From an optimization exercise on the open Yosys and OpenROAD flow, aimed at small area, a short achievable clock period and few clock cycles per item; shortcuts taken in it are not production practice. In this exercise RTL edits were held to simulation tests only and were not proved equivalent to the original.

## flow/design.v (module list and top-level ports; edited modules follow where they fit)
// module cdajd_gcd: 56 lines
// module cdajd_zinv: 232 lines
// module cdajd_cent: 88 lines
// module cdajd_jdn: 374 lines
// module cdajd_qlane: 157 lines
// module cdajd_mult: 386 lines
// module civil_datetime_to_ajd_fraction: 140 lines
module civil_datetime_to_ajd_fraction (
    input  logic        clk,
    input  logic        rst_n,
    input  logic        in_valid,
    output logic        in_ready,
    input  logic        in_mode,
    input  logic [13:0] in_year,
    input  logic [3:0]  in_month,
    input  logic [4:0]  in_day,
    input  logic [4:0]  in_hour,
    input  logic [5:0]  in_minute,
    input  logic [5:0]  in_second,
    output logic        out_valid,
    input  logic        out_ready,
    output logic [22:0] out_julian_day,
    output logic [39:0] out_ajd_numerator,
    output logic [17:0] out_ajd_denominator
);
  // ...
==> flow/run.sh <==
#!/bin/bash
# synth_recipe.tcl (not shown) runs the flow's synth.tcl, then flattens the netlist and writes it again
# the make line also repeats each setting of config.mk as NAME=value (left out here)
make -C /OpenROAD-flow-scripts/flow DESIGN_CONFIG=/design/flow/config.mk WORK_HOME=/design/flow/orfs CLKGATE_MAP_FILE= SYNTH_SCRIPT=/design/flow/synth_recipe.tcl finish
==> flow/config.mk <==
export PLATFORM = sky130hd
export DESIGN_NAME = civil_datetime_to_ajd_fraction
export DESIGN_NICKNAME = civil_datetime_to_ajd_fraction
export VERILOG_FILES = /design/flow/design.v
export SDC_FILE = /design/flow/constraint.sdc
export NUM_CORES = 4
export LEC_CHECK = 0
export ABC_AREA = 1
export CAP_MARGIN = 20
export CORE_MARGIN = 2
export CORE_UTILIZATION = 55
export SETUP_SLACK_MARGIN = 4
export SLEW_MARGIN = 20
==> flow/constraint.sdc <==
create_clock -name core_clock -period 10.0 [get_ports {clk}]
set_input_delay 2.0000 -clock core_clock [delete_from_list [all_inputs] [get_ports {clk}]]
set_output_delay 2.0000 -clock core_clock [all_outputs]
set_load 0.01 [all_outputs]
==> results.json, run 1 <==
{
  "post_drt_wl_per_cell_um": 17.01,
  "grt_pass1_vias": 20140,
  "top_register": "rnum",
  "first_pass_iters": 6,
  "route.detailed.drc": 0,
  "area_growth_pct": 10.26,
  "pin_count": 128,
  "cp_num_cells": 23,
  "drv_slew": 0,
  "path_cells": "clkinvlp_4 > buf_12 > buf_4 > o2111ai_1 > inv_1 > fa_1 > inv_1 > fa_1 > fa_1 > ha_1 > nand2_1 > nor2_1 > inv_1 > nor3_1 > nand2_1 > nand3_1 > a31oi_1 > fa_1 > xnor2_1 > o21ai_0 > o21ai_0 > nand2_1 > o21ai_0",
  "die_w_um": 226.1,
  "layout_common_cells": "669 x inv_1, 527 x nand2_1, 312 x fa_1",
  "r2r_cells": 23,
  "numCtsBuffers": 29,
  "syn_avg_cell_area_sq_um": 9.026,
  "status": "finished clean",
  "synth_area_sq_mm": 0.02714,
  "rsz0062_at_grt": "false",
  "dp_hpwl_mm": 50.32,
  "routed_wl_mm": 63.73,
  "post-place-ws_ns": 3.424,
  "path_class": "flop to flop",
  "finalSetupTns_ns": 0,
  "fin_worst_skew_ns": 0.02235,
  "place.gp.congestion": 0.9234,
  "synth_edf_count": 237,
  "hp-class": "flop to flop",
  "met2_usage_pct": 44.97,
  "critical-path-max-stage-delay_ns": 0.56,
  "fin_crit_ns": 5.725,
  "cp_slowest_cell": "edfxtp_1",
  "ys.flop_type": "edfxtp_1"
}
Testbench counts, summed over its fixed seeds: cycles 800, items 768.
==> module cdajd_gcd, before the edit <==
module cdajd_gcd (
    input  logic [4:0] hh,
    input  logic [5:0] mi,
    input  logic [5:0] ss,
    output logic [2:0] a,
    output logic [1:0] b,
    output logic [1:0] c
);
    logic [6:0] w;
    logic [4:0] sr3;
    logic [3:0] sr5;
    logic [6:0] mr;
    logic [3:0] hr;
    logic [4:0] x9;
    logic [3:0] x5;
    assign w = {hh[2:0], 4'd0} + {mi[0], 6'd0} - {mi[4:0], 2'd0} + {1'b0, ss} + 7'd64;
    always_comb
    begin
        if      (w[0]) a = 3'd0;
        else if (w[1]) a = 3'd1;
        else if (w[2]) a = 3'd2;
        else if (w[3]) a = 3'd3;
        else if (w[4]) a = 3'd4;
        else if (w[5]) a = 3'd5;
        else if (w[6]) a = 3'd6;
        else           a = 3'd7;
    end
    assign sr3 = cdajd_pkg::s_res3(ss);
    assign mr  = cdajd_pkg::m_res(mi);
    assign hr  = cdajd_pkg::h_res(hh);
    assign x9  = 5'(hr) + 5'(mr[6:3]) + 5'(sr3[3:0]);
    always_comb
    begin
        if (!sr3[4])
            b = 2'd0;
        else
        begin
            case (x9)
                5'd0, 5'd9, 5'd18:                 b = 2'd3;
                5'd3, 5'd6, 5'd12, 5'd15, 5'd21:   b = 2'd2;
                default:                           b = 2'd1;
            endcase
        end
    end
    assign sr5 = cdajd_pkg::s_res5(ss);
    assign x5  = 4'(mr[2:0]) + 4'(sr5[2:0]);
    always_comb
    begin
        if (!sr5[3])
            c = 2'd0;
        else if (x5 == 4'd0 || x5 == 4'd5)
            c = 2'd2;
        else
            c = 2'd1;
    end
endmodule
==> module civil_datetime_to_ajd_fraction, before the edit <==
module civil_datetime_to_ajd_fraction (
    input  logic        clk,
    input  logic        rst_n,
    input  logic        in_valid,
    output logic        in_ready,
    input  logic        in_mode,
    input  logic [13:0] in_year,
    input  logic [3:0]  in_month,
    input  logic [4:0]  in_day,
    input  logic [4:0]  in_hour,
    input  logic [5:0]  in_minute,
    input  logic [5:0]  in_second,
    output logic        out_valid,
    input  logic        out_ready,
    output logic [22:0] out_julian_day,
    output logic [39:0] out_ajd_numerator,
    output logic [17:0] out_ajd_denominator
);
    logic v1, v2, v3, ov;
    logic adv_o, adv_3, adv_2, adv_1;
    logic full_r;
    assign adv_o    = !ov || out_ready;
    assign adv_3    = !v3 || adv_o;
    assign adv_2    = !v2 || adv_3;
    assign adv_1    = !v1 || adv_2;
    assign in_ready = !full_r || out_ready;
    always_ff @(posedge clk or negedge rst_n)
    begin
        if (!rst_n)
        begin
            v1     <= 1'b0;
            v2     <= 1'b0;
            v3     <= 1'b0;
            ov     <= 1'b0;
            full_r <= 1'b0;
        end
        else
        begin
            if (adv_1) v1 <= in_valid;
            if (adv_2) v2 <= v1;
            if (adv_3) v3 <= v2;
            if (adv_o) ov <= v3;
            full_r <= (adv_1 ? in_valid : v1) && (adv_2 ? v1 : v2)
                   && (adv_3 ? v2 : v3) && (adv_o ? v3 : ov);
        end
    end
    logic [4:0]  hh;
    logic [5:0]  mi, ss;
    logic [7:0]  cya;
    logic        fa;
    assign hh = in_mode ? in_hour   : 5'd0;
    assign mi = in_mode ? in_minute : 6'd0;
    assign ss = in_mode ? in_second : 6'd0;
    cdajd_cent u_cent (.year(in_year), .month(in_month), .cy(cya), .f(fa));
    logic [13:0] year1;
    logic [3:0]  month1;
    logic [4:0]  day1;
    logic [7:0]  cy1;
    logic        f1;
    logic [4:0]  hh1;
    logic [5:0]  mi1, ss1;
    always_ff @(posedge clk)
    begin
        if (adv_1)
        begin
            year1  <= in_year;
            month1 <= in_month;
            day1   <= in_day;
            cy1    <= cya;
            f1     <= fa;
            hh1    <= hh;
            mi1    <= mi;
            ss1    <= ss;
        end
    end
    logic [22:0] jdb;
    logic [17:0] zib;     
    logic [2:0]  a1;
    logic [1:0]  b1, c1;
    cdajd_gcd  u_gcd (.hh(hh1), .mi(mi1), .ss(ss1), .a(a1), .b(b1), .c(c1));
    cdajd_jdn  u_jd (.year(year1), .month(month1), .day(day1), .cy(cy1), .f(f1), .jd(jdb));
    cdajd_zinv u_zi (.hh(hh1), .mi(mi1), .ss(ss1), .zi(zib));
    logic [22:0] jd2;
    logic [17:0] zi2;
    logic [2:0]  a2;
    logic [1:0]  b2, c2;
    logic [11:0] sel2;
    always_ff @(posedge clk)
    begin
        if (adv_2)
        begin
            jd2 <= jdb;
            zi2 <= zib;
            a2  <= a1;
            b2  <= b1;
            c2  <= c1;
            sel2 <= cdajd_pkg::row_sel(cdajd_pkg::row_plan({b1, c1}));
        end
    end
    logic [17:0] qpc;     
    cdajd_qlane u_q (.zi(zi2), .sel(sel2), .q(qpc));
    logic [22:0] jd3;
    logic [17:0] qp3;
    logic [2:0]  a3;
    logic [1:0]  b3, c3;
    logic [11:0] sel3;
    always_ff @(posedge clk)
    begin
        if (adv_3)
        begin
            jd3 <= jd2;
            qp3 <= qpc;
            a3  <= a2;
            b3  <= b2;
            c3  <= c2;
            sel3 <= sel2;
        end
    end
    logic [39:0] numc;
    cdajd_mult u_mul (.jd(jd3), .qp(qp3), .a(a3), .sel(sel3), .num(numc));
    logic [22:0] rjd;
    logic [39:0] rnum;
    logic [2:0]  ra;
    logic [1:0]  rb, rc;
    always_ff @(posedge clk)
    begin
        if (adv_o)
        begin
            rjd  <= jd3;
            rnum <= numc;
            ra   <= a3;
            rb   <= b3;
            rc   <= c3;
        end
    end
    assign out_valid           = ov;
    assign out_julian_day      = rjd;
    assign out_ajd_numerator   = rnum;
    assign out_ajd_denominator = {1'b0, cdajd_pkg::den_of({ra, rb, rc})};
endmodule
==> run 2, diff against run 1 <==
--- a/flow/design.v
+++ b/flow/design.v
@@ -60,39 +60,25 @@
                    pl[3:2] == 2'd3, pl[3:2] == 2'd2, pl[3:2] == 2'd1,
                    pl[1:0] == 2'd2, pl[1:0] == 2'd1};
     endfunction
 endpackage
 module cdajd_gcd (
     input  logic [4:0] hh,
     input  logic [5:0] mi,
     input  logic [5:0] ss,
-    output logic [2:0] a,
     output logic [1:0] b,
     output logic [1:0] c
 );
-    logic [6:0] w;
     logic [4:0] sr3;
     logic [3:0] sr5;
     logic [6:0] mr;
     logic [3:0] hr;
     logic [4:0] x9;
     logic [3:0] x5;
-    assign w = {hh[2:0], 4'd0} + {mi[0], 6'd0} - {mi[4:0], 2'd0} + {1'b0, ss} + 7'd64;
-    always_comb
-    begin
-        if      (w[0]) a = 3'd0;
-        else if (w[1]) a = 3'd1;
-        else if (w[2]) a = 3'd2;
-        else if (w[3]) a = 3'd3;
-        else if (w[4]) a = 3'd4;
-        else if (w[5]) a = 3'd5;
-        else if (w[6]) a = 3'd6;
-        else           a = 3'd7;
-    end
     assign sr3 = cdajd_pkg::s_res3(ss);
     assign mr  = cdajd_pkg::m_res(mi);
     assign hr  = cdajd_pkg::h_res(hh);
     assign x9  = 5'(hr) + 5'(mr[6:3]) + 5'(sr3[3:0]);
     always_comb
     begin
         if (!sr3[4])
             b = 2'd0;
@@ -549,270 +535,222 @@
     logic jd_w187, jd_w188;
     logic jd_w189, jd_w190;
     logic jd_w191, jd_w192;
     logic jd_w193, jd_w194;
     logic jd_w195, jd_w196;
     logic jd_w197, jd_w198;
     logic jd_w199, jd_w200;
     logic jd_w201, jd_w202;
-    logic jd_w203, jd_w204;
-    logic jd_w205, jd_w206;
-    logic jd_w207, jd_w208;
-    logic jd_w209, jd_w210;
-    logic jd_w211, jd_w212;
-    logic jd_w213, jd_w214;
-    logic jd_w215, jd_w216;
-    logic jd_w217, jd_w218;
-    logic jd_w219, jd_w220;
-    logic jd_w221, jd_w222;
-    logic jd_w223, jd_w224;
-    logic jd_w225, jd_w226;
-    logic jd_w227, jd_w228;
-    logic jd_w229, jd_w230;
-    logic jd_w231, jd_w232;
-    logic jd_w233, jd_w234;
     logic [47:0] jd_ra, jd_rb;
     logic [47:0] jd_sum;
-    assign jd_w1 = year[0] ^ year[2];
-    assign jd_w2 = year[0] & year[2];
-    assign jd_w3 = year[0] ^ year[1];
-    assign jd_w4 = year[0] & year[1];
-    assign jd_w5 = year[1] ^ year[2] ^ year[4];
-    assign jd_w6 = (year[1] & year[2]) | (year[1] & year[4]) | (year[2] & year[4]);
-    assign jd_w7 = year[0] ^ year[2] ^ year[3];
-    assign jd_w8 = (year[0] & year[2]) | (year[0] & year[3]) | (year[2] & year[3]);
-    assign jd_w9 = year[0] ^ year[2] ^ ~cy[0];
-    assign jd_w10 = (year[0] & year[2]) | (year[0] & ~cy[0]) | (year[2] & ~cy[0]);
-    assign jd_w11 = cy[2] ^ f;
-    assign jd_w12 = cy[2] & f;
-    assign jd_w13 = year[1] ^ year[3] ^ ~cy[1];
-    assign jd_w14 = (year[1] & year[3]) | (year[1] & ~cy[1]) | (year[3] & ~cy[1]);
-    assign jd_w15 = cy[3] ^ mt[1] ^ day[1];
-    assign jd_w16 = (cy[3] & mt[1]) | (cy[3] & day[1]) | (mt[1] & day[1]);
-    assign jd_w17 = year[0] ^ year[2] ^ year[4];
-    assign jd_w18 = (year[0] & year[2]) | (year[0] & year[4]) | (year[2] & year[4]);
-    assign jd_w19 = ~cy[2] ^ cy[4] ^ mt[2];
-    assign jd_w20 = (~cy[2] & cy[4]) | (~cy[2] & mt[2]) | (cy[4] & mt[2]);
-    assign jd_w21 = day[2] ^ ~ev[2];
-    assign jd_w22 = day[2] & ~ev[2];
-    assign jd_w23 = year[0] ^ year[1] ^ year[3];
-    assign jd_w24 = (year[0] & year[1]) | (year[0] & year[3]) | (year[1] & year[3]);
-    assign jd_w25 = year[5] ^ ~cy[3] ^ cy[5];
-    assign jd_w26 = (year[5] & ~cy[3]) | (year[5] & cy[5]) | (~cy[3] & cy[5]);
-    assign jd_w27 = mt[3] ^ day[3] ^ ~ev[3];
-    assign jd_w28 = (mt[3] & day[3]) | (mt[3] & ~ev[3]) | (day[3] & ~ev[3]);
-    assign jd_w29 = year[1] ^ year[2] ^ year[4];
-    assign jd_w30 = (year[1] & year[2]) | (year[1] & year[4]) | (year[2] & year[4]);
-    assign jd_w31 = year[6] ^ ~cy[4] ^ cy[6];
-    assign jd_w32 = (year[6] & ~cy[4]) | (year[6] & cy[6]) | (~cy[4] & cy[6]);
-    assign jd_w33 = mt[4] ^ day[4] ^ ~ev[4];
-    assign jd_w34 = (mt[4] & day[4]) | (mt[4] & ~ev[4]) | (day[4] & ~ev[4]);
-    assign jd_w35 = year[3] ^ year[5] ^ year[7];
-    assign jd_w36 = (year[3] & year[5]) | (year[3] & year[7]) | (year[5] & year[7]);
-    assign jd_w37 = ~cy[5] ^ cy[7] ^ mt[5];
-    assign jd_w38 = (~cy[5] & cy[7]) | (~cy[5] & mt[5]) | (cy[7] & mt[5]);
-    assign jd_w39 = ~ev[5] ^ jd_w1 ^ 1'b1;
-    assign jd_w40 = (~ev[5] & jd_w1) | (~ev[5] & 1'b1) | (jd_w1 & 1'b1);
-    assign jd_w41 = jd_w2 ^ year[3] ^ year[4];
-    assign jd_w42 = (jd_w2 & year[3]) | (jd_w2 & year[4]) | (year[3] & year[4]);
-    assign jd_w43 = year[6] ^ year[8] ^ ~cy[6];
-    assign jd_w44 = (year[6] & year[8]) | (year[6] & ~cy[6]) | (year[8] & ~cy[6]);
-    assign jd_w45 = mt[6] ^ ~ev[6] ^ jd_w3;
-    assign jd_w46 = (mt[6] & ~ev[6]) | (mt[6] & jd_w3) | (~ev[6] & jd_w3);
-    assign jd_w47 = jd_w4 ^ year[5] ^ year[7];
-    assign jd_w48 = (jd_w4 & year[5]) | (jd_w4 & year[7]) | (year[5] & year[7]);
-    assign jd_w49 = year[9] ^ ~cy[7] ^ mt[7];
-    assign jd_w50 = (year[9] & ~cy[7]) | (year[9] & mt[7]) | (~cy[7] & mt[7]);
-    assign jd_w51 = ~ev[7] ^ jd_w5 ^ 1'b1;
-    assign jd_w52 = (~ev[7] & jd_w5) | (~ev[7] & 1'b1) | (jd_w5 & 1'b1);
-    assign jd_w53 = jd_w6 ^ year[5] ^ year[6];
-    assign jd_w54 = (jd_w6 & year[5]) | (jd_w6 & year[6]) | (year[5] & year[6]);
-    assign jd_w55 = year[8] ^ year[10] ^ mt[8];
-    assign jd_w56 = (year[8] & year[10]) | (year[8] & mt[8]) | (year[10] & mt[8]);
-    assign jd_w57 = ~ev[8] ^ jd_w7 ^ 1'b1;
-    assign jd_w58 = (~ev[8] & jd_w7) | (~ev[8] & 1'b1) | (jd_w7 & 1'b1);
-    assign jd_w59 = jd_w8 ^ year[1] ^ year[3];
-    assign jd_w60 = (jd_w8 & year[1]) | (jd_w8 & year[3]) | (year[1] & year[3]);
-    assign jd_w61 = year[4] ^ year[6] ^ year[7];
-    assign jd_w62 = (year[4] & year[6]) | (year[4] & year[7]) | (year[6] & year[7]);
-    assign jd_w63 = year[9] ^ year[11] ^ 1'b1;
-    assign jd_w64 = (year[9] & year[11]) | (year[9] & 1'b1) | (year[11] & 1'b1);
-    assign jd_w65 = year[2] ^ year[4] ^ year[5];
-    assign jd_w66 = (year[2] & year[4]) | (year[2] & year[5]) | (year[4] & year[5]);
-    assign jd_w67 = year[7] ^ year[8] ^ year[10];
-    assign jd_w68 = (year[7] & year[8]) | (year[7] & year[10]) | (year[8] & year[10]);
-    assign jd_w69 = year[12] ^ 1'b1;
-    assign jd_w70 = year[12] & 1'b1;
-    assign jd_w71 = year[3] ^ year[5] ^ year[6];
-    assign jd_w72 = (year[3] & year[5]) | (year[3] & year[6]) | (year[5] & year[6]);
-    assign jd_w73 = year[8] ^ year[9] ^ year[11];
-    assign jd_w74 = (year[8] & year[9]) | (year[8] & year[11]) | (year[9] & year[11]);
-    assign jd_w75 = year[13] ^ 1'b1;
-    assign jd_w76 = year[13] & 1'b1;
-    assign jd_w77 = year[4] ^ year[6] ^ year[7];
-    assign jd_w78 = (year[4] & year[6]) | (year[4] & year[7]) | (year[6] & year[7]);
-    assign jd_w79 = year[9] ^ year[10] ^ year[12];
-    assign jd_w80 = (year[9] & year[10]) | (year[9] & year[12]) | (year[10] & year[12]);
-    assign jd_w81 = year[5] ^ year[7] ^ year[8];
-    assign jd_w82 = (year[5] & year[7]) | (year[5] & year[8]) | (year[7] & year[8]);
-    assign jd_w83 = year[10] ^ year[11];
-    assign jd_w84 = year[10] & year[11];
-    assign jd_w85 = year[6] ^ year[8];
-    assign jd_w86 = year[6] & year[8];
-    assign jd_w87 = ~g ^ mt[0] ^ day[0];
-    assign jd_w88 = (~g & mt[0]) | (~g & day[0]) | (mt[0] & day[0]);
-    assign jd_w89 = jd_w10 ^ jd_w12 ^ ~ev[1];
-    assign jd_w90 = (jd_w10 & jd_w12) | (jd_w10 & ~ev[1]) | (jd_w12 & ~ev[1]);
-    assign jd_w91 = jd_w13 ^ jd_w15;
-    assign jd_w92 = jd_w13 & jd_w15;
-    assign jd_w93 = jd_w14 ^ jd_w16 ^ jd_w17;
-    assign jd_w94 = (jd_w14 & jd_w16) | (jd_w14 & jd_w17) | (jd_w16 & jd_w17);
-    assign jd_w95 = jd_w19 ^ jd_w21 ^ 1'b1;
-    assign jd_w96 = (jd_w19 & jd_w21) | (jd_w19 & 1'b1) | (jd_w21 & 1'b1);
-    assign jd_w97 = jd_w18 ^ jd_w20 ^ jd_w22;
-    assign jd_w98 = (jd_w18 & jd_w20) | (jd_w18 & jd_w22) | (jd_w20 & jd_w22);
-    assign jd_w99 = jd_w23 ^ jd_w25 ^ jd_w27;
-    assign jd_w100 = (jd_w23 & jd_w25) | (jd_w23 & jd_w27) | (jd_w25 & jd_w27);
-    assign jd_w101 = jd_w24 ^ jd_w26 ^ jd_w28;
-    assign jd_w102 = (jd_w24 & jd_w26) | (jd_w24 & jd_w28) | (jd_w26 & jd_w28);
-    assign jd_w103 = jd_w29 ^ jd_w31 ^ jd_w33;
-    assign jd_w104 = (jd_w29 & jd_w31) | (jd_w29 & jd_w33) | (jd_w31 & jd_w33);
-    assign jd_w105 = jd_w30 ^ jd_w32 ^ jd_w34;
-    assign jd_w106 = (jd_w30 & jd_w32) | (jd_w30 & jd_w34) | (jd_w32 & jd_w34);
-    assign jd_w107 = jd_w35 ^ jd_w37 ^ jd_w39;
-    assign jd_w108 = (jd_w35 & jd_w37) | (jd_w35 & jd_w39) | (jd_w37 & jd_w39);
-    assign jd_w109 = jd_w36 ^ jd_w38 ^ jd_w40;
-    assign jd_w110 = (jd_w36 & jd_w38) | (jd_w36 & jd_w40) | (jd_w38 & jd_w40);
-    assign jd_w111 = jd_w41 ^ jd_w43 ^ jd_w45;
-    assign jd_w112 = (jd_w41 & jd_w43) | (jd_w41 & jd_w45) | (jd_w43 & jd_w45);
-    assign jd_w113 = jd_w42 ^ jd_w44 ^ jd_w46;
-    assign jd_w114 = (jd_w42 & jd_w44) | (jd_w42 & jd_w46) | (jd_w44 & jd_w46);
-    assign jd_w115 = jd_w47 ^ jd_w49 ^ jd_w51;
-    assign jd_w116 = (jd_w47 & jd_w49) | (jd_w47 & jd_w51) | (jd_w49 & jd_w51);
-    assign jd_w117 = jd_w48 ^ jd_w50 ^ jd_w52;
-    assign jd_w118 = (jd_w48 & jd_w50) | (jd_w48 & jd_w52) | (jd_w50 & jd_w52);
-    assign jd_w119 = jd_w53 ^ jd_w55 ^ jd_w57;
-    assign jd_w120 = (jd_w53 & jd_w55) | (jd_w53 & jd_w57) | (jd_w55 & jd_w57);
-    assign jd_w121 = jd_w54 ^ jd_w56 ^ jd_w58;
-    assign jd_w122 = (jd_w54 & jd_w56) | (jd_w54 & jd_w58) | (jd_w56 & jd_w58);
-    assign jd_w123 = jd_w59 ^ jd_w61 ^ jd_w63;
-    assign jd_w124 = (jd_w59 & jd_w61) | (jd_w59 & jd_w63) | (jd_w61 & jd_w63);
-    assign jd_w125 = jd_w60 ^ jd_w62 ^ jd_w64;
-    assign jd_w126 = (jd_w60 & jd_w62) | (jd_w60 & jd_w64) | (jd_w62 & jd_w64);
-    assign jd_w127 = jd_w65 ^ jd_w67 ^ jd_w69;
-    assign jd_w128 = (jd_w65 & jd_w67) | (jd_w65 & jd_w69) | (jd_w67 & jd_w69);
-    assign jd_w129 = jd_w66 ^ jd_w68 ^ jd_w70;
-    assign jd_w130 = (jd_w66 & jd_w68) | (jd_w66 & jd_w70) | (jd_w68 & jd_w70);
-    assign jd_w131 = jd_w71 ^ jd_w73 ^ jd_w75;
-    assign jd_w132 = (jd_w71 & jd_w73) | (jd_w71 & jd_w75) | (jd_w73 & jd_w75);
-    assign jd_w133 = jd_w72 ^ jd_w74 ^ jd_w76;
-    assign jd_w134 = (jd_w72 & jd_w74) | (jd_w72 & jd_w76) | (jd_w74 & jd_w76);
-    assign jd_w135 = jd_w77 ^ jd_w79 ^ 1'b1;
-    assign jd_w136 = (jd_w77 & jd_w79) | (jd_w77 & 1'b1) | (jd_w79 & 1'b1);
-    assign jd_w137 = jd_w78 ^ jd_w80 ^ year[13];
-    assign jd_w138 = (jd_w78 & jd_w80) | (jd_w78 & year[13]) | (jd_w80 & year[13]);
-    assign jd_w139 = jd_w81 ^ jd_w83 ^ 1'b1;
-    assign jd_w140 = (jd_w81 & jd_w83) | (jd_w81 & 1'b1) | (jd_w83 & 1'b1);
-    assign jd_w141 = jd_w82 ^ jd_w84 ^ year[9];
-    assign jd_w142 = (jd_w82 & jd_w84) | (jd_w82 & year[9]) | (jd_w84 & year[9]);
-    assign jd_w143 = year[11] ^ year[12] ^ jd_w85;
-    assign jd_w144 = (year[11] & year[12]) | (year[11] & jd_w85) | (year[12] & jd_w85);
-    assign jd_w145 = jd_w86 ^ year[7] ^ year[9];
-    assign jd_w146 = (jd_w86 & year[7]) | (jd_w86 & year[9]) | (year[7] & year[9]);
-    assign jd_w147 = year[10] ^ year[12] ^ year[13];
-    assign jd_w148 = (year[10] & year[12]) | (year[10] & year[13]) | (year[12] & year[13]);
-    assign jd_w149 = year[8] ^ year[10] ^ year[11];
-    assign jd_w150 = (year[8] & year[10]) | (year[8] & year[11]) | (year[10] & year[11]);
-    assign jd_w151 = year[9] ^ year[11];
-    assign jd_w152 = year[9] & year[11];
-    assign jd_w153 = ~ev[0] ^ jd_w9;
-    assign jd_w154 = ~ev[0] & jd_w9;
-    assign jd_w155 = jd_w88 ^ jd_w89 ^ jd_w91;
-    assign jd_w156 = (jd_w88 & jd_w89) | (jd_w88 & jd_w91) | (jd_w89 & jd_w91);
-    assign jd_w157 = jd_w90 ^ jd_w92 ^ jd_w93;
-    assign jd_w158 = (jd_w90 & jd_w92) | (jd_w90 & jd_w93) | (jd_w92 & jd_w93);
-    assign jd_w159 = jd_w94 ^ jd_w96 ^ jd_w97;
-    assign jd_w160 = (jd_w94 & jd_w96) | (jd_w94 & jd_w97) | (jd_w96 & jd_w97);
-    assign jd_w161 = jd_w98 ^ jd_w100 ^ jd_w101;
-    assign jd_w162 = (jd_w98 & jd_w100) | (jd_w98 & jd_w101) | (jd_w100 & jd_w101);
-    assign jd_w163 = jd_w102 ^ jd_w104 ^ jd_w105;
-    assign jd_w164 = (jd_w102 & jd_w104) | (jd_w102 & jd_w105) | (jd_w104 & jd_w105);
-    assign jd_w165 = jd_w106 ^ jd_w108 ^ jd_w109;
-    assign jd_w166 = (jd_w106 & jd_w108) | (jd_w106 & jd_w109) | (jd_w108 & jd_w109);
-    assign jd_w167 = jd_w110 ^ jd_w112 ^ jd_w113;
-    assign jd_w168 = (jd_w110 & jd_w112) | (jd_w110 & jd_w113) | (jd_w112 & jd_w113);
-    assign jd_w169 = jd_w114 ^ jd_w116 ^ jd_w117;
-    assign jd_w170 = (jd_w114 & jd_w116) | (jd_w114 & jd_w117) | (jd_w116 & jd_w117);
-    assign jd_w171 = jd_w118 ^ jd_w120 ^ jd_w121;
-    assign jd_w172 = (jd_w118 & jd_w120) | (jd_w118 & jd_w121) | (jd_w120 & jd_w121);
-    assign jd_w173 = jd_w122 ^ jd_w124 ^ jd_w125;
-    assign jd_w174 = (jd_w122 & jd_w124) | (jd_w122 & jd_w125) | (jd_w124 & jd_w125);
-    assign jd_w175 = jd_w126 ^ jd_w128 ^ jd_w129;
-    assign jd_w176 = (jd_w126 & jd_w128) | (jd_w126 & jd_w129) | (jd_w128 & jd_w129);
-    assign jd_w177 = jd_w130 ^ jd_w132 ^ jd_w133;
-    assign jd_w178 = (jd_w130 & jd_w132) | (jd_w130 & jd_w133) | (jd_w132 & jd_w133);
-    assign jd_w179 = jd_w134 ^ jd_w136 ^ jd_w137;
-    assign jd_w180 = (jd_w134 & jd_w136) | (jd_w134 & jd_w137) | (jd_w136 & jd_w137);
-    assign jd_w181 = jd_w138 ^ jd_w140 ^ jd_w141;
-    assign jd_w182 = (jd_w138 & jd_w140) | (jd_w138 & jd_w141) | (jd_w140 & jd_w141);
-    assign jd_w183 = jd_w142 ^ jd_w144 ^ jd_w145;
-    assign jd_w184 = (jd_w142 & jd_w144) | (jd_w142 & jd_w145) | (jd_w144 & jd_w145);
-    assign jd_w185 = jd_w146 ^ jd_w148 ^ year[13];
-    assign jd_w186 = (jd_w146 & jd_w148) | (jd_w146 & year[13]) | (jd_w148 & year[13]);
-    assign jd_w187 = jd_w150 ^ year[12] ^ jd_w151;
-    assign jd_w188 = (jd_w150 & year[12]) | (jd_w150 & jd_w151) | (year[12] & jd_w151);
-    assign jd_w189 = jd_w152 ^ year[10] ^ year[12];
-    assign jd_w190 = (jd_w152 & year[10]) | (jd_w152 & year[12]) | (year[10] & year[12]);
-    assign jd_w191 = year[11] ^ year[13];
-    assign jd_w192 = year[11] & year[13];
-    assign jd_w193 = jd_w11 ^ jd_w87;
-    assign jd_w194 = jd_w11 & jd_w87;
-    assign jd_w195 = jd_w154 ^ jd_w155 ^ 1'b1;
-    assign jd_w196 = (jd_w154 & jd_w155) | (jd_w154 & 1'b1) | (jd_w155 & 1'b1);
-    assign jd_w197 = jd_w156 ^ jd_w95 ^ jd_w157;
-    assign jd_w198 = (jd_w156 & jd_w95) | (jd_w156 & jd_w157) | (jd_w95 & jd_w157);
-    assign jd_w199 = jd_w158 ^ jd_w99 ^ jd_w159;
-    assign jd_w200 = (jd_w158 & jd_w99) | (jd_w158 & jd_w159) | (jd_w99 & jd_w159);
-    assign jd_w201 = jd_w160 ^ jd_w103 ^ jd_w161;
-    assign jd_w202 = (jd_w160 & jd_w103) | (jd_w160 & jd_w161) | (jd_w103 & jd_w161);
-    assign jd_w203 = jd_w162 ^ jd_w107 ^ jd_w163;
-    assign jd_w204 = (jd_w162 & jd_w107) | (jd_w162 & jd_w163) | (jd_w107 & jd_w163);
-    assign jd_w205 = jd_w164 ^ jd_w111 ^ jd_w165;
-    assign jd_w206 = (jd_w164 & jd_w111) | (jd_w164 & jd_w165) | (jd_w111 & jd_w165);
-    assign jd_w207 = jd_w166 ^ jd_w115 ^ jd_w167;
-    assign jd_w208 = (jd_w166 & jd_w115) | (jd_w166 & jd_w167) | (jd_w115 & jd_w167);
-    assign jd_w209 = jd_w168 ^ jd_w119 ^ jd_w169;
-    assign jd_w210 = (jd_w168 & jd_w119) | (jd_w168 & jd_w169) | (jd_w119 & jd_w169);
-    assign jd_w211 = jd_w170 ^ jd_w123 ^ jd_w171;
-    assign jd_w212 = (jd_w170 & jd_w123) | (jd_w170 & jd_w171) | (jd_w123 & jd_w171);
-    assign jd_w213 = jd_w172 ^ jd_w127 ^ jd_w173;
-    assign jd_w214 = (jd_w172 & jd_w127) | (jd_w172 & jd_w173) | (jd_w127 & jd_w173);
-    assign jd_w215 = jd_w174 ^ jd_w131 ^ jd_w175;
-    assign jd_w216 = (jd_w174 & jd_w131) | (jd_w174 & jd_w175) | (jd_w131 & jd_w175);
-    assign jd_w217 = jd_w176 ^ jd_w135 ^ jd_w177;
-    assign jd_w218 = (jd_w176 & jd_w135) | (jd_w176 & jd_w177) | (jd_w135 & jd_w177);
-    assign jd_w219 = jd_w178 ^ jd_w139 ^ jd_w179;
-    assign jd_w220 = (jd_w178 & jd_w139) | (jd_w178 & jd_w179) | (jd_w139 & jd_w179);
-    assign jd_w221 = jd_w180 ^ jd_w143 ^ jd_w181;
-    assign jd_w222 = (jd_w180 & jd_w143) | (jd_w180 & jd_w181) | (jd_w143 & jd_w181);
-    assign jd_w223 = jd_w182 ^ jd_w147 ^ jd_w183;
-    assign jd_w224 = (jd_w182 & jd_w147) | (jd_w182 & jd_w183) | (jd_w147 & jd_w183);
-    assign jd_w225 = jd_w184 ^ jd_w149 ^ jd_w185;
-    assign jd_w226 = (jd_w184 & jd_w149) | (jd_w184 & jd_w185) | (jd_w149 & jd_w185);
-    assign jd_w227 = jd_w186 ^ jd_w187 ^ 1'b1;
-    assign jd_w228 = (jd_w186 & jd_w187) | (jd_w186 & 1'b1) | (jd_w187 & 1'b1);
-    assign jd_w229 = jd_w188 ^ year[13] ^ jd_w189;
-    assign jd_w230 = (jd_w188 & year[13]) | (jd_w188 & jd_w189) | (year[13] & jd_w189);
-    assign jd_w231 = jd_w190 ^ jd_w191 ^ 1'b1;
-    assign jd_w232 = (jd_w190 & jd_w191) | (jd_w190 & 1'b1) | (jd_w191 & 1'b1);
-    assign jd_w233 = jd_w192 ^ year[12] ^ 1'b1;
-    assign jd_w234 = (jd_w192 & year[12]) | (jd_w192 & 1'b1) | (year[12] & 1'b1);
-    assign jd_ra = {25'd0, 1'b0, jd_w234, jd_w232, jd_w230, jd_w228, jd_w226, jd_w224, jd_w222, jd_w220, jd_w218, jd_w216, jd_w214, jd_w212, jd_w210, jd_w208, jd_w206, jd_w204, jd_w202, jd_w200, jd_w198, jd_w196, jd_w194, jd_w153};
-    assign jd_rb = {25'd0, 1'b0, year[13], jd_w233, jd_w231, jd_w229, jd_w227, jd_w225, jd_w223, jd_w221, jd_w219, jd_w217, jd_w215, jd_w213, jd_w211, jd_w209, jd_w207, jd_w205, jd_w203, jd_w201, jd_w199, jd_w197, jd_w195, jd_w193};
+    assign jd_w1 = ~year[0] ^ ~year[2];
+    assign jd_w2 = ~year[0] & ~year[2];
+    assign jd_w3 = ~year[1] ^ ~year[3];
+    assign jd_w4 = ~year[1] & ~year[3];
+    assign jd_w5 = year[0] ^ year[2] ^ ~cy[0];
+    assign jd_w6 = (year[0] & year[2]) | (year[0] & ~cy[0]) | (year[2] & ~cy[0]);
+    assign jd_w7 = cy[2] ^ f;
+    assign jd_w8 = cy[2] & f;
+    assign jd_w9 = year[1] ^ year[3] ^ ~cy[1];
+    assign jd_w10 = (year[1] & year[3]) | (year[1] & ~cy[1]) | (year[3] & ~cy[1]);
+    assign jd_w11 = cy[3] ^ mt[1] ^ day[1];
+    assign jd_w12 = (cy[3] & mt[1]) | (cy[3] & day[1]) | (mt[1] & day[1]);
+    assign jd_w13 = ~year[0] ^ year[2] ^ year[4];
+    assign jd_w14 = (~year[0] & year[2]) | (~year[0] & year[4]) | (year[2] & year[4]);
+    assign jd_w15 = ~cy[2] ^ cy[4] ^ mt[2];
+    assign jd_w16 = (~cy[2] & cy[4]) | (~cy[2] & mt[2]) | (cy[4] & mt[2]);
+    assign jd_w17 = ~year[1] ^ year[3] ^ year[5];
+    assign jd_w18 = (~year[1] & year[3]) | (~year[1] & year[5]) | (year[3] & year[5]);
+    assign jd_w19 = ~cy[3] ^ cy[5] ^ mt[3];
+    assign jd_w20 = (~cy[3] & cy[5]) | (~cy[3] & mt[3]) | (cy[5] & mt[3]);
+    assign jd_w21 = day[3] ^ ~ev[3];
+    assign jd_w22 = day[3] & ~ev[3];
+    assign jd_w23 = year[4] ^ year[6] ^ ~cy[4];
+    assign jd_w24 = (year[4] & year[6]) | (year[4] & ~cy[4]) | (year[6] & ~cy[4]);
+    assign jd_w25 = cy[6] ^ mt[4] ^ day[4];
+    assign jd_w26 = (cy[6] & mt[4]) | (cy[6] & day[4]) | (mt[4] & day[4]);
+    assign jd_w27 = ~ev[4] ^ jd_w1 ^ 1'b1;
+    assign jd_w28 = (~ev[4] & jd_w1) | (~ev[4] & 1'b1) | (jd_w1 & 1'b1);
+    assign jd_w29 = jd_w2 ^ year[5] ^ year[7];
+    assign jd_w30 = (jd_w2 & year[5]) | (jd_w2 & year[7]) | (year[5] & year[7]);
+    assign jd_w31 = ~cy[5] ^ cy[7] ^ mt[5];
+    assign jd_w32 = (~cy[5] & cy[7]) | (~cy[5] & mt[5]) | (cy[7] & mt[5]);
+    assign jd_w33 = ~ev[5] ^ jd_w3 ^ 1'b1;
+    assign jd_w34 = (~ev[5] & jd_w3) | (~ev[5] & 1'b1) | (jd_w3 & 1'b1);
+    assign jd_w35 = jd_w4 ^ ~year[2] ^ ~year[4];
+    assign jd_w36 = (jd_w4 & ~year[2]) | (jd_w4 & ~year[4]) | (~year[2] & ~year[4]);
+    assign jd_w37 = year[6] ^ year[8] ^ ~cy[6];
+    assign jd_w38 = (year[6] & year[8]) | (year[6] & ~cy[6]) | (year[8] & ~cy[6]);
+    assign jd_w39 = mt[6] ^ ~ev[6];
+    assign jd_w40 = mt[6] & ~ev[6];
+    assign jd_w41 = ~year[0] ^ ~year[3] ^ ~year[5];
+    assign jd_w42 = (~year[0] & ~year[3]) | (~year[0] & ~year[5]) | (~year[3] & ~year[5]);
+    assign jd_w43 = year[7] ^ year[9] ^ ~cy[7];
+    assign jd_w44 = (year[7] & year[9]) | (year[7] & ~cy[7]) | (year[9] & ~cy[7]);
+    assign jd_w45 = mt[7] ^ ~ev[7];
+    assign jd_w46 = mt[7] & ~ev[7];
+    assign jd_w47 = ~year[1] ^ ~year[4] ^ ~year[6];
+    assign jd_w48 = (~year[1] & ~year[4]) | (~year[1] & ~year[6]) | (~year[4] & ~year[6]);
+    assign jd_w49 = year[8] ^ year[10] ^ mt[8];
+    assign jd_w50 = (year[8] & year[10]) | (year[8] & mt[8]) | (year[10] & mt[8]);
+    assign jd_w51 = year[0] ^ ~year[2] ^ ~year[5];
+    assign jd_w52 = (year[0] & ~year[2]) | (year[0] & ~year[5]) | (~year[2] & ~year[5]);
+    assign jd_w53 = year[1] ^ ~year[3];
+    assign jd_w54 = year[1] & ~year[3];
+    assign jd_w55 = year[2] ^ ~year[4];
+    assign jd_w56 = year[2] & ~year[4];
+    assign jd_w57 = ~g ^ mt[0] ^ day[0];
+    assign jd_w58 = (~g & mt[0]) | (~g & day[0]) | (mt[0] & day[0]);
+    assign jd_w59 = jd_w6 ^ jd_w8 ^ ~ev[1];
+    assign jd_w60 = (jd_w6 & jd_w8) | (jd_w6 & ~ev[1]) | (jd_w8 & ~ev[1]);
+    assign jd_w61 = jd_w9 ^ jd_w11;
+    assign jd_w62 = jd_w9 & jd_w11;
+    assign jd_w63 = jd_w10 ^ jd_w12 ^ day[2];
+    assign jd_w64 = (jd_w10 & jd_w12) | (jd_w10 & day[2]) | (jd_w12 & day[2]);
+    assign jd_w65 = ~ev[2] ^ jd_w13 ^ jd_w15;
+    assign jd_w66 = (~ev[2] & jd_w13) | (~ev[2] & jd_w15) | (jd_w13 & jd_w15);
+    assign jd_w67 = jd_w14 ^ jd_w16 ^ jd_w17;
+    assign jd_w68 = (jd_w14 & jd_w16) | (jd_w14 & jd_w17) | (jd_w16 & jd_w17);
+    assign jd_w69 = jd_w19 ^ jd_w21 ^ 1'b1;
+    assign jd_w70 = (jd_w19 & jd_w21) | (jd_w19 & 1'b1) | (jd_w21 & 1'b1);
+    assign jd_w71 = jd_w18 ^ jd_w20 ^ jd_w22;
+    assign jd_w72 = (jd_w18 & jd_w20) | (jd_w18 & jd_w22) | (jd_w20 & jd_w22);
+    assign jd_w73 = jd_w23 ^ jd_w25 ^ jd_w27;
+    assign jd_w74 = (jd_w23 & jd_w25) | (jd_w23 & jd_w27) | (jd_w25 & jd_w27);
+    assign jd_w75 = jd_w24 ^ jd_w26 ^ jd_w28;
+    assign jd_w76 = (jd_w24 & jd_w26) | (jd_w24 & jd_w28) | (jd_w26 & jd_w28);
+    assign jd_w77 = jd_w29 ^ jd_w31 ^ jd_w33;
+    assign jd_w78 = (jd_w29 & jd_w31) | (jd_w29 & jd_w33) | (jd_w31 & jd_w33);
+    assign jd_w79 = jd_w30 ^ jd_w32 ^ jd_w34;
+    assign jd_w80 = (jd_w30 & jd_w32) | (jd_w30 & jd_w34) | (jd_w32 & jd_w34);
+    assign jd_w81 = jd_w35 ^ jd_w37 ^ jd_w39;
+    assign jd_w82 = (jd_w35 & jd_w37) | (jd_w35 & jd_w39) | (jd_w37 & jd_w39);
+    assign jd_w83 = jd_w36 ^ jd_w38 ^ jd_w40;
+    assign jd_w84 = (jd_w36 & jd_w38) | (jd_w36 & jd_w40) | (jd_w38 & jd_w40);
+    assign jd_w85 = jd_w41 ^ jd_w43 ^ jd_w45;
+    assign jd_w86 = (jd_w41 & jd_w43) | (jd_w41 & jd_w45) | (jd_w43 & jd_w45);
+    assign jd_w87 = jd_w42 ^ jd_w44 ^ jd_w46;
+    assign jd_w88 = (jd_w42 & jd_w44) | (jd_w42 & jd_w46) | (jd_w44 & jd_w46);
+    assign jd_w89 = ~ev[8] ^ jd_w47 ^ jd_w49;
+    assign jd_w90 = (~ev[8] & jd_w47) | (~ev[8] & jd_w49) | (jd_w47 & jd_w49);
+    assign jd_w91 = jd_w48 ^ jd_w50 ^ ~year[7];
+    assign jd_w92 = (jd_w48 & jd_w50) | (jd_w48 & ~year[7]) | (jd_w50 & ~year[7]);
+    assign jd_w93 = year[9] ^ year[11] ^ jd_w51;
+    assign jd_w94 = (year[9] & year[11]) | (year[9] & jd_w51) | (year[11] & jd_w51);
+    assign jd_w95 = jd_w52 ^ ~year[6] ^ ~year[8];
+    assign jd_w96 = (jd_w52 & ~year[6]) | (jd_w52 & ~year[8]) | (~year[6] & ~year[8]);
+    assign jd_w97 = year[10] ^ year[12] ^ jd_w53;
+    assign jd_w98 = (year[10] & year[12]) | (year[10] & jd_w53) | (year[12] & jd_w53);
+    assign jd_w99 = jd_w54 ^ ~year[7] ^ ~year[9];
+    assign jd_w100 = (jd_w54 & ~year[7]) | (jd_w54 & ~year[9]) | (~year[7] & ~year[9]);
+    assign jd_w101 = year[11] ^ year[13] ^ jd_w55;
+    assign jd_w102 = (year[11] & year[13]) | (year[11] & jd_w55) | (year[13] & jd_w55);
+    assign jd_w103 = jd_w56 ^ year[3] ^ ~year[5];
+    assign jd_w104 = (jd_w56 & year[3]) | (jd_w56 & ~year[5]) | (year[3] & ~year[5]);
+    assign jd_w105 = ~year[8] ^ ~year[10] ^ year[12];
+    assign jd_w106 = (~year[8] & ~year[10]) | (~year[8] & year[12]) | (~year[10] & year[12]);
+    assign jd_w107 = year[4] ^ ~year[6] ^ ~year[9];
+    assign jd_w108 = (year[4] & ~year[6]) | (year[4] & ~year[9]) | (~year[6] & ~year[9]);
+    assign jd_w109 = ~year[11] ^ year[13];
+    assign jd_w110 = ~year[11] & year[13];
+    assign jd_w111 = year[5] ^ ~year[7] ^ ~year[10];
+    assign jd_w112 = (year[5] & ~year[7]) | (year[5] & ~year[10]) | (~year[7] & ~year[10]);
+    assign jd_w113 = ~year[12] ^ 1'b1;
+    assign jd_w114 = ~year[12] & 1'b1;
+    assign jd_w115 = year[6] ^ ~year[8] ^ ~year[11];
+    assign jd_w116 = (year[6] & ~year[8]) | (year[6] & ~year[11]) | (~year[8] & ~year[11]);
+    assign jd_w117 = year[7] ^ ~year[9];
+    assign jd_w118 = year[7] & ~year[9];
+    assign jd_w119 = ~ev[0] ^ jd_w5;
+    assign jd_w120 = ~ev[0] & jd_w5;
+    assign jd_w121 = jd_w58 ^ jd_w59 ^ jd_w61;
+    assign jd_w122 = (jd_w58 & jd_w59) | (jd_w58 & jd_w61) | (jd_w59 & jd_w61);
+    assign jd_w123 = jd_w60 ^ jd_w62 ^ jd_w63;
+    assign jd_w124 = (jd_w60 & jd_w62) | (jd_w60 & jd_w63) | (jd_w62 & jd_w63);
+    assign jd_w125 = jd_w64 ^ jd_w66 ^ jd_w67;
+    assign jd_w126 = (jd_w64 & jd_w66) | (jd_w64 & jd_w67) | (jd_w66 & jd_w67);
+    assign jd_w127 = jd_w68 ^ jd_w70 ^ jd_w71;
+    assign jd_w128 = (jd_w68 & jd_w70) | (jd_w68 & jd_w71) | (jd_w70 & jd_w71);
+    assign jd_w129 = jd_w72 ^ jd_w74 ^ jd_w75;
+    assign jd_w130 = (jd_w72 & jd_w74) | (jd_w72 & jd_w75) | (jd_w74 & jd_w75);
+    assign jd_w131 = jd_w76 ^ jd_w78 ^ jd_w79;
+    assign jd_w132 = (jd_w76 & jd_w78) | (jd_w76 & jd_w79) | (jd_w78 & jd_w79);
+    assign jd_w133 = jd_w80 ^ jd_w82 ^ jd_w83;
+    assign jd_w134 = (jd_w80 & jd_w82) | (jd_w80 & jd_w83) | (jd_w82 & jd_w83);
+    assign jd_w135 = jd_w84 ^ jd_w86 ^ jd_w87;
+    assign jd_w136 = (jd_w84 & jd_w86) | (jd_w84 & jd_w87) | (jd_w86 & jd_w87);
+    assign jd_w137 = jd_w88 ^ jd_w90 ^ jd_w91;
+    assign jd_w138 = (jd_w88 & jd_w90) | (jd_w88 & jd_w91) | (jd_w90 & jd_w91);
+    assign jd_w139 = jd_w92 ^ jd_w94 ^ jd_w95;
+    assign jd_w140 = (jd_w92 & jd_w94) | (jd_w92 & jd_w95) | (jd_w94 & jd_w95);
+    assign jd_w141 = jd_w96 ^ jd_w98 ^ jd_w99;
+    assign jd_w142 = (jd_w96 & jd_w98) | (jd_w96 & jd_w99) | (jd_w98 & jd_w99);
+    assign jd_w143 = jd_w100 ^ jd_w102 ^ jd_w103;
+    assign jd_w144 = (jd_w100 & jd_w102) | (jd_w100 & jd_w103) | (jd_w102 & jd_w103);
+    assign jd_w145 = jd_w104 ^ jd_w106 ^ jd_w107;
+    assign jd_w146 = (jd_w104 & jd_w106) | (jd_w104 & jd_w107) | (jd_w106 & jd_w107);
+    assign jd_w147 = jd_w108 ^ jd_w110 ^ jd_w111;
+    assign jd_w148 = (jd_w108 & jd_w110) | (jd_w108 & jd_w111) | (jd_w110 & jd_w111);
+    assign jd_w149 = jd_w112 ^ jd_w114 ^ ~year[13];
+    assign jd_w150 = (jd_w112 & jd_w114) | (jd_w112 & ~year[13]) | (jd_w114 & ~year[13]);
+    assign jd_w151 = jd_w116 ^ ~year[12] ^ jd_w117;
+    assign jd_w152 = (jd_w116 & ~year[12]) | (jd_w116 & jd_w117) | (~year[12] & jd_w117);
+    assign jd_w153 = jd_w118 ^ year[8] ^ ~year[10];
+    assign jd_w154 = (jd_w118 & year[8]) | (jd_w118 & ~year[10]) | (year[8] & ~year[10]);
+    assign jd_w155 = year[9] ^ ~year[11];
+    assign jd_w156 = year[9] & ~year[11];
+    assign jd_w157 = jd_w7 ^ jd_w57;
+    assign jd_w158 = jd_w7 & jd_w57;
+    assign jd_w159 = jd_w120 ^ jd_w121 ^ 1'b1;
+    assign jd_w160 = (jd_w120 & jd_w121) | (jd_w120 & 1'b1) | (jd_w121 & 1'b1);
+    assign jd_w161 = jd_w122 ^ jd_w65 ^ jd_w123;
+    assign jd_w162 = (jd_w122 & jd_w65) | (jd_w122 & jd_w123) | (jd_w65 & jd_w123);
+    assign jd_w163 = jd_w124 ^ jd_w69 ^ jd_w125;
+    assign jd_w164 = (jd_w124 & jd_w69) | (jd_w124 & jd_w125) | (jd_w69 & jd_w125);
+    assign jd_w165 = jd_w126 ^ jd_w73 ^ jd_w127;
+    assign jd_w166 = (jd_w126 & jd_w73) | (jd_w126 & jd_w127) | (jd_w73 & jd_w127);
+    assign jd_w167 = jd_w128 ^ jd_w77 ^ jd_w129;
+    assign jd_w168 = (jd_w128 & jd_w77) | (jd_w128 & jd_w129) | (jd_w77 & jd_w129);
+    assign jd_w169 = jd_w130 ^ jd_w81 ^ jd_w131;
+    assign jd_w170 = (jd_w130 & jd_w81) | (jd_w130 & jd_w131) | (jd_w81 & jd_w131);
+    assign jd_w171 = jd_w132 ^ jd_w85 ^ jd_w133;
+    assign jd_w172 = (jd_w132 & jd_w85) | (jd_w132 & jd_w133) | (jd_w85 & jd_w133);
+    assign jd_w173 = jd_w134 ^ jd_w89 ^ jd_w135;
+    assign jd_w174 = (jd_w134 & jd_w89) | (jd_w134 & jd_w135) | (jd_w89 & jd_w135);
+    assign jd_w175 = jd_w136 ^ jd_w93 ^ jd_w137;
+    assign jd_w176 = (jd_w136 & jd_w93) | (jd_w136 & jd_w137) | (jd_w93 & jd_w137);
+    assign jd_w177 = jd_w138 ^ jd_w97 ^ jd_w139;
+    assign jd_w178 = (jd_w138 & jd_w97) | (jd_w138 & jd_w139) | (jd_w97 & jd_w139);
+    assign jd_w179 = jd_w140 ^ jd_w101 ^ jd_w141;
+    assign jd_w180 = (jd_w140 & jd_w101) | (jd_w140 & jd_w141) | (jd_w101 & jd_w141);
+    assign jd_w181 = jd_w142 ^ jd_w105 ^ jd_w143;
+    assign jd_w182 = (jd_w142 & jd_w105) | (jd_w142 & jd_w143) | (jd_w105 & jd_w143);
+    assign jd_w183 = jd_w144 ^ jd_w109 ^ jd_w145;
+    assign jd_w184 = (jd_w144 & jd_w109) | (jd_w144 & jd_w145) | (jd_w109 & jd_w145);
+    assign jd_w185 = jd_w146 ^ jd_w113 ^ jd_w147;
+    assign jd_w186 = (jd_w146 & jd_w113) | (jd_w146 & jd_w147) | (jd_w113 & jd_w147);
+    assign jd_w187 = jd_w148 ^ jd_w115 ^ jd_w149;
+    assign jd_w188 = (jd_w148 & jd_w115) | (jd_w148 & jd_w149) | (jd_w115 & jd_w149);
+    assign jd_w189 = jd_w150 ^ jd_w151 ^ 1'b1;
+    assign jd_w190 = (jd_w150 & jd_w151) | (jd_w150 & 1'b1) | (jd_w151 & 1'b1);
+    assign jd_w191 = jd_w152 ^ ~year[13] ^ jd_w153;
+    assign jd_w192 = (jd_w152 & ~year[13]) | (jd_w152 & jd_w153) | (~year[13] & jd_w153);
+    assign jd_w193 = jd_w154 ^ jd_w155 ^ 1'b1;
+    assign jd_w194 = (jd_w154 & jd_w155) | (jd_w154 & 1'b1) | (jd_w155 & 1'b1);
+    assign jd_w195 = jd_w156 ^ year[10] ^ ~year[12];
+    assign jd_w196 = (jd_w156 & year[10]) | (jd_w156 & ~year[12]) | (year[10] & ~year[12]);
+    assign jd_w197 = year[11] ^ ~year[13] ^ 1'b1;
+    assign jd_w198 = (year[11] & ~year[13]) | (year[11] & 1'b1) | (~year[13] & 1'b1);
+    assign jd_w199 = year[12] ^ 1'b1;
+    assign jd_w200 = year[12] & 1'b1;
+    assign jd_w201 = year[13] ^ 1'b1;
+    assign jd_w202 = year[13] & 1'b1;
+    assign jd_ra = {25'd0, jd_w200, jd_w198, jd_w196, jd_w194, jd_w192, jd_w190, jd_w188, jd_w186, jd_w184, jd_w182, jd_w180, jd_w178, jd_w176, jd_w174, jd_w172, jd_w170, jd_w168, jd_w166, jd_w164, jd_w162, jd_w160, jd_w158, jd_w119};
+    assign jd_rb = {25'd0, jd_w201, jd_w199, jd_w197, jd_w195, jd_w193, jd_w191, jd_w189, jd_w187, jd_w185, jd_w183, jd_w181, jd_w179, jd_w177, jd_w175, jd_w173, jd_w171, jd_w169, jd_w167, jd_w165, jd_w163, jd_w161, jd_w159, jd_w157};
     assign jd_sum = cdajd_pkg::bk_add(jd_ra, jd_rb);
     assign jd = jd_sum[22:0];
 endmodule
 module cdajd_qlane (
     input  logic [17:0] zi,
     input  logic [11:0] sel,    
     output logic [17:0] q
 );
@@ -1426,33 +1364,30 @@
             f1     <= fa;
             hh1    <= hh;
             mi1    <= mi;
             ss1    <= ss;
         end
     end
     logic [22:0] jdb;
     logic [17:0] zib;     
-    logic [2:0]  a1;
     logic [1:0]  b1, c1;
-    cdajd_gcd  u_gcd (.hh(hh1), .mi(mi1), .ss(ss1), .a(a1), .b(b1), .c(c1));
+    cdajd_gcd  u_gcd (.hh(hh1), .mi(mi1), .ss(ss1), .b(b1), .c(c1));
     cdajd_jdn  u_jd (.year(year1), .month(month1), .day(day1), .cy(cy1), .f(f1), .jd(jdb));
     cdajd_zinv u_zi (.hh(hh1), .mi(mi1), .ss(ss1), .zi(zib));
     logic [22:0] jd2;
     logic [17:0] zi2;
-    logic [2:0]  a2;
     logic [1:0]  b2, c2;
     logic [11:0] sel2;
     always_ff @(posedge clk)
     begin
         if (adv_2)
         begin
             jd2 <= jdb;
             zi2 <= zib;
-            a2  <= a1;
             b2  <= b1;
             c2  <= c1;
             sel2 <= cdajd_pkg::row_sel(cdajd_pkg::row_plan({b1, c1}));
         end
     end
     logic [17:0] qpc;     
     cdajd_qlane u_q (.zi(zi2), .sel(sel2), .q(qpc));
     logic [22:0] jd3;
@@ -1461,17 +1396,18 @@
     logic [1:0]  b3, c3;
     logic [11:0] sel3;
     always_ff @(posedge clk)
     begin
         if (adv_3)
         begin
             jd3 <= jd2;
             qp3 <= qpc;
-            a3  <= a2;
+            a3  <= zi2[0] ? 3'd0 : zi2[1] ? 3'd1 : zi2[2] ? 3'd2 : zi2[3] ? 3'd3 :
+                   zi2[4] ? 3'd4 : zi2[5] ? 3'd5 : zi2[6] ? 3'd6 : 3'd7;
             b3  <= b2;
             c3  <= c2;
             sel3 <= sel2;
         end
     end
     logic [39:0] numc;
     cdajd_mult u_mul (.jd(jd3), .qp(qp3), .a(a3), .sel(sel3), .num(numc));
     logic [22:0] rjd;
--- a/flow/config.mk
+++ b/flow/config.mk
@@ -4,10 +4,10 @@
 export VERILOG_FILES = /design/flow/design.v
 export SDC_FILE = /design/flow/constraint.sdc
 export NUM_CORES = 4
 export LEC_CHECK = 0
 export ABC_AREA = 1
 export CAP_MARGIN = 20
 export CORE_MARGIN = 2
 export CORE_UTILIZATION = 55
-export SETUP_SLACK_MARGIN = 4
+export SETUP_SLACK_MARGIN = 5
 export SLEW_MARGIN = 20
==> run 2 against run 1 <==
Still clean on timing, DRC and antenna. Clock skew grew 0.024 ns. Maximum frequency grew 8.1%. Global-route usage rose by 2.2 points. Die area is 2.1% lower. Largest cell class unchanged. Non-clock buffer count is 157 higher. Core utilization increased by 5.0 points. Highest routed layer unchanged. Synthesized area shrank 2.2%.
==> results.json, run 2 <==
{
  "synth_cells": 2940,
  "synth_seq_area_share_pct": 27.16,
  "rows": 80,
  "drive_gt1_share_pct": 16.17,
  "crit_path_start_kind": "flop",
  "dp_cells": 3565,
  "io_buffer_count": 126,
  "synthTopCellsByCount": "650 x inv_1, 514 x nand2_1, 296 x fa_1",
  "synth_warnings": 7,
  "syn_avg_cell_area_sq_um": 9.033,
  "grt_overflow": 0,
  "timing.fmax_mhz": 188.8,
  "final_cells": 3799,
  "grt_max_degree": 72,
  "cp-end-kind": "flop",
  "fin_area_sq_mm": 0.03164,
  "drtAntennaViolNets": 0,
  "largest_register_ffs": 40,
  "wl_met1_mm": 27.68,
  "maxCapViolCount": 0,
  "netlist_top_cells_area": "edfxtp_1 27%, fa_1 22%, ha_1 11%, inv_1 9.2%, nand2_1 7.3%",
  "ys.flop_type": "edfxtp_1",
  "layout_common_cells": "611 x inv_1, 482 x nand2_1, 257 x fa_1",
  "synth.top_cell.area_share_pct": 26.69,
  "ys_types": 60,
  "root_buffer": "clkbuf_16",
  "finalSetupTns_ns": 0,
  "cts_tree": "done",
  "wl_met3_mm": 3.429,
  "antenna-diode-count": 0,
  "grt_use_total_pct": 27.33,
  "clockBufferDepth": 3,
  "drv_slew": 0,
  "via_count": 20690,
  "crit_fanout": 5,
  "synth_top_area_cell": "edfxtp_1",
  "path_class": "flop to flop",
  "hold_viol": 0,
  "antenna_found_initial": 0,
  "first_iter_violations": 1479,
  "grt_pass1_wl_mm": 108.8,
  "worstPathArrival_ns": 5.62,
  "drt-vias-per-instance": 5.446,
  "top_register": "rnum",
  "syn_nets": 3520,
  "clk_pin_slew_ns": 0.06,
  "dp_hpwl_mm": 49.64,
  "initial_core_util_pct": 55.62,
  "synth_area_sq_mm": 0.02656,
  "fin_nets": 3744,
  "place.gp.congestion": 0.9065,
  "max_slew.worst_pin.slew_ns": 0.8088,
  "placed_cell_area_sq_mm": 0.02816,
  "rsz0062_at_grt": "true",
  "layout_commonest_cell": "inv_1",
  "cts.sinks": 241,
  "setup_viol": 0,
  "maxSlewHeadroom_pct": 46.02,
  "coreArea_sq_mm": 0.04775,
  "grt_pass1_vias": 21070,
  "post_drt_wl_per_cell_um": 18.14,
  "crit_path_start": "sel3[9]$_DFFE_PN_",
  "die_w_um": 223.7,
  "die_area_sq_mm": 0.05006,
  "fin_crit_ns": 5.296,
  "area_growth_pct": 19.13,
  "r2r-start": "sel3[9]$_DFFE_PN_",
  "pin_count": 128,
  "first_pass_iters": 9,
  "wl_met2_mm": 34.64,
  "routed.top_layer": "met4",
  "min_from": "jd2[7]$_DFFE_PN_",
  "numCtsBuffers": 28,
  "clock_latency_ns": 0.60,
  "hold_buffers": 0,
  "fin_worst_skew_ns": 0.04625,
  "hp-class": "flop to flop",
  "synth_most_common_cell": "inv_1",
  "die_y_um": 223.7,
  "yosys_register_bits": 241,
  "n_fill_cell": 3877,
  "async_flop_share_pct": 2.075,
  "status": "finished clean",
  "fin_crit_sh_pct": 52.96,
  "synth_edf_count": 236,
  "routed_wl_mm": 68.92,
  "route.detailed.drc": 0,
  "htree_num_levels": 1,
  "critical_path_required_ns": 10.32
}
## run 2: cells by family after synthesis
| group | count (synthesis) | synth area share (%) |
|---|---|---|
| other cells | 1 | 0.01412 |
| buf+inv | 789 | 11.35 |
| xor+xnor | 150 | 4.975 |
| flops | 241 | 27.16 |
| simple gates | 754 | 11.85 |
| fa+ha+maj | 535 | 33.57 |
| mux | 23 | 0.8669 |
| compound gates | 447 | 10.22 |
## run 2: area by class of cell
type / count / area [sq um] / share of cell area (%)
Tap cell: 615 / 769.5 / 2.432
Clock inverter: 16 / 161.4 / 0.5102
Multi-Input combinational cell: 1911 / 17370 / 54.91
Timing Repair Buffer: 308 / 2800 / 8.851
Inverter: 665 / 2542 / 8.036
Clock buffer: 34 / 723.2 / 2.286
Sequential cell: 241 / 7212 / 22.80
Timing Repair inverter: 9 / 57.56 / 0.1819
## run 2: worst paths after layout
| kind | to | slack (ns) | cells after the start |
|---|---|---|---|
| setup / recovery | rnum[27]$_DFFE_PN_ | 4.70 | 23 |
| hold / removal | jd3[7]$_DFFE_PN_ | 0.37 | 0 |
| setup reg to reg | rnum[27]$_DFFE_PN_ | 4.70 | 23 |
| hold reg to reg | jd3[7]$_DFFE_PN_ | 0.37 | 0 |
| max in group asynchronous | v3$_DFF_PN0_ | 8.16 | 1 |
| min in group asynchronous | v2$_DFF_PN0_ | 1.65 | 1 |
## run 2: worst max-delay path, stage by stage, from the launching register on
cell and delay, ns:
edfxtp_1 0.47, clkinvlp_4 0.25, buf_12 0.20, nand2_2 0.06, nand3_2 0.06, o2111ai_1 0.08
inv_1 0.09, fa_1 0.57, inv_2 0.05, fa_1 0.43, fa_2 0.60, ha_4 0.23
a21oi_4 0.23, nand2_4 0.08, a21oi_4 0.16, nand3_4 0.15, buf_6 0.15, buf_6 0.10
fa_2 0.36, xor2_2 0.16, nand2_1 0.07, o21ai_2 0.09, o21ai_2 0.24, mux2i_1 0.12
## run 2: layer usage
layer	vias to the layer above	global-route usage, %
met5	-	0
met4	0	10.62
met3	214	3.095
met2	745	49.12
met1	9896	33.76
li1	9835	-
## run 2: repair_timing
| item | in CTS | in global routing |
|---|---|---|
| gates resized for setup | 203 | 132 |
| buffers inserted | 130 | 42 |
| gates cloned | 9 | 2 |
| setup endpoints to repair | 112 | 114 |
| pin swaps | 47 | 62 |
## run 2: per-stage QoR
stage / hold WS [ns] / worst slack, ns / utilization [%]
CTS: 0.3802 / 4.795 / 64.61
global placement: 0.4013 / 3.708 / 58.98
global route: 0.3944 / 4.538 / 66.26
detailed placement: 0.4045 / 3.529 / 58.98
finish: 0.3744 / 4.704 / 66.26
floorplan: 0.4003 / 5.002 / -
Testbench counts of run 2, summed over its fixed seeds: cycles 800, items 768.
==> run 3, diff against run 2 <==
--- a/flow/config.mk
+++ b/flow/config.mk
@@ -10,3 +10,3 @@
 export CORE_MARGIN = 2
-export CORE_UTILIZATION = 55
+export CORE_UTILIZATION = 65
 export SETUP_SLACK_MARGIN = 5
==> run 3 against run 2 <==
First-iteration DRC count up 22%. Routed wire length up 3.9%. Flip-flop and latch count did not move. Setup slack got worse by 0.055 ns. Final cell count down 1.6%. Core utilization increased by 12 points. Largest cell class unchanged.
==> results.json, run 3 <==
{
  "pin_count": 128,
  "grt_use_total_pct": 33.21,
  "critical-path-max-stage-delay_ns": 0.56,
  "crit_fanout": 5,
  "crit_path_start_kind": "flop",
  "antenna_found_initial": 0,
  "die_area_sq_mm": 0.04249,
  "ff_latch_area_sq_mm": 0.007212,
  "timing.fmax_mhz": 186.9,
  "syn_nets": 3520,
  "coreArea_sq_mm": 0.04055,
  "drv_slew": 0,
  "cts.sinks": 241,
  "drtAntennaViolNets": 0,
  "area_growth_pct": 20.04,
  "fin_crit_sh_pct": 53.51,
  "grt_overflow": 0,
  "synth_seq_area_share_pct": 27.16,
  "status": "finished clean",
  "initial_core_util_pct": 65.49,
  "routed_wl_mm": 71.63,
  "synthTopCellsByCount": "650 x inv_1, 514 x nand2_1, 296 x fa_1",
  "root_buffer": "clkbuf_16",
  "top_register": "rnum",
  "ys.flop_type": "edfxtp_1",
  "clockBufferDepth": 3,
  "hp-class": "flop to flop",
  "finalSetupTns_ns": 0,
  "largest_register_ffs": 40,
  "route.detailed.drc": 0,
  "syn_avg_cell_area_sq_um": 9.033,
  "antenna-diode-count": 0,
  "die_w_um": 206.1,
  "setup_viol": 0,
  "path_cells": "buf_4 > buf_6 > clkinvlp_4 > buf_12 > o2111ai_1 > fa_1 > fa_1 > fa_1 > ha_1 > nand2_1 > inv_1 > a21oi_2 > nand3_2 > nand2_2 > nand3_2 > fa_1 > xor2_2 > nand2_1 > o21ai_0 > mux2i_1 > buf_4 > o21ai_0",
  "post_drt_wl_per_cell_um": 19.17,
  "layout_commonest_cell": "inv_1",
  "dp_hpwl_mm": 48.12,
  "multi_input_area_sq_mm": 0.01744,
  "numCtsBuffers": 27,
  "die_y_um": 206.1,
  "worstPathArrival_ns": 5.75,
  "first_iter_violations": 1797,
  "io_buffer_count": 126,
  "place.gp.congestion": 0.9205,
  "ys_types": 60,
  "drive_gt1_share_pct": 17.16
}
run 3: routing by layer:
metal	track usage, %	wire length, um	vias to the layer above	share of wire (%)
met2	57.62	35420	1086	49
met4	16.33	4215	0	5.9
li1	-	-	9892	-
met5	0	0	-	0
met3	6.055	5329	367	7.4
met1	39.88	26660	10330	37
run 3: final cells by class:
type | instances | share of cell area [%]
Inverter | 665 | 8.007
Timing Repair Buffer | 329 | 9.655
Multi-Input combinational cell | 1911 | 54.69
Clock buffer | 29 | 2.143
Clock inverter | 21 | 0.5927
Tap cell | 532 | 2.088
Timing Repair inverter | 9 | 0.1962
Sequential cell | 241 | 22.62
run 3: cell families (layout without fill, tap and decap cells):
kind of cell / Yosys count / after routing / share of synthesized area (%)
buffers and inverters: 789 / 1053 / 11.35
AND/OR/NAND/NOR: 754 / 755 / 11.85
adder cells (fa/ha/maj): 535 / 535 / 33.57
AO/OA/AOI/OAI: 447 / 447 / 10.22
flip-flops: 241 / 241 / 27.16
XOR/XNOR: 150 / 150 / 4.975
multiplexers: 23 / 23 / 0.8669
other: 1 / 1 / 0.01412
run 3: final timing paths:
check,cells after the start,slack [ns],endpoint,startpoint
setup / recovery,22,4.65,rnum[18]$_DFFE_PN_,sel3[8]$_DFFE_PN_
hold / removal,0,0.42,jd3[5]$_DFFE_PN_,jd2[5]$_DFFE_PN_
setup reg to reg,22,4.65,rnum[18]$_DFFE_PN_,sel3[8]$_DFFE_PN_
hold reg to reg,0,0.42,jd3[5]$_DFFE_PN_,jd2[5]$_DFFE_PN_
max in group asynchronous,1,8.14,v2$_DFF_PN0_,rst_n
min in group asynchronous,1,1.67,ov$_DFF_PN0_,rst_n
run 3: stage by stage:
stage               hold WS (ns)  setup slack [ns]  area (sq um)  instances
global placement          0.4011             3.718         28030       3479
floorplan                 0.4003             5.002         26590       2940
CTS                       0.4141             4.873         30890       3670
finish                    0.4153             4.649         31880       3737
global route              0.4210             4.514         31880       3737
detailed placement        0.4045             3.580         28030       3479
run 3: what timing repair did:
item,4_1_cts,5_1_grt
resized for setup,240,132
buffers inserted,130,63
endpoints found under the setup margin,114,83
cloned,11,2
pin swaps,61,54

re-timing with driven ports:
No port has a modelled driver above. Below, the same layouts with a new extraction and two added sets of constraints. Step 1 sets driving cells, clkbuf_16 on the clock port and buf_2 on the other inputs (assumed; they add their load-dependent delay and slew). Step 2 adds t to the input delays and takes it off the output delays; t is the mean of the earliest and latest rising clock arrival at the registers after step 1. Input paths then give back, and output paths get back, about the clock's delay inside the block. a / b / c = ideal ports / drivers / drivers and shift; a / b = the first two.
run | t, ns | slack for setup (ns) | worst setup path after step 2 | clock arrival spread, ns | cell pins on the clock port's net
run 1 | 0.628 | 4.275 / 4.275 / 4.023 | input to register | 0.033 / 0.032 | 1
run 2 | 0.631 | 4.704 / 4.704 / 4.593 | input to register | 0.046 / 0.046 | 1
run 3 | 0.605 | 4.649 / 4.649 / 4.446 | input to register | 0.035 / 0.036 | 1
After both steps setup and hold are still met in every run listed. For run 1, which loses most, drivers alone change the setup slack by 0.000 ns; drivers and shift together by -0.252 ns.
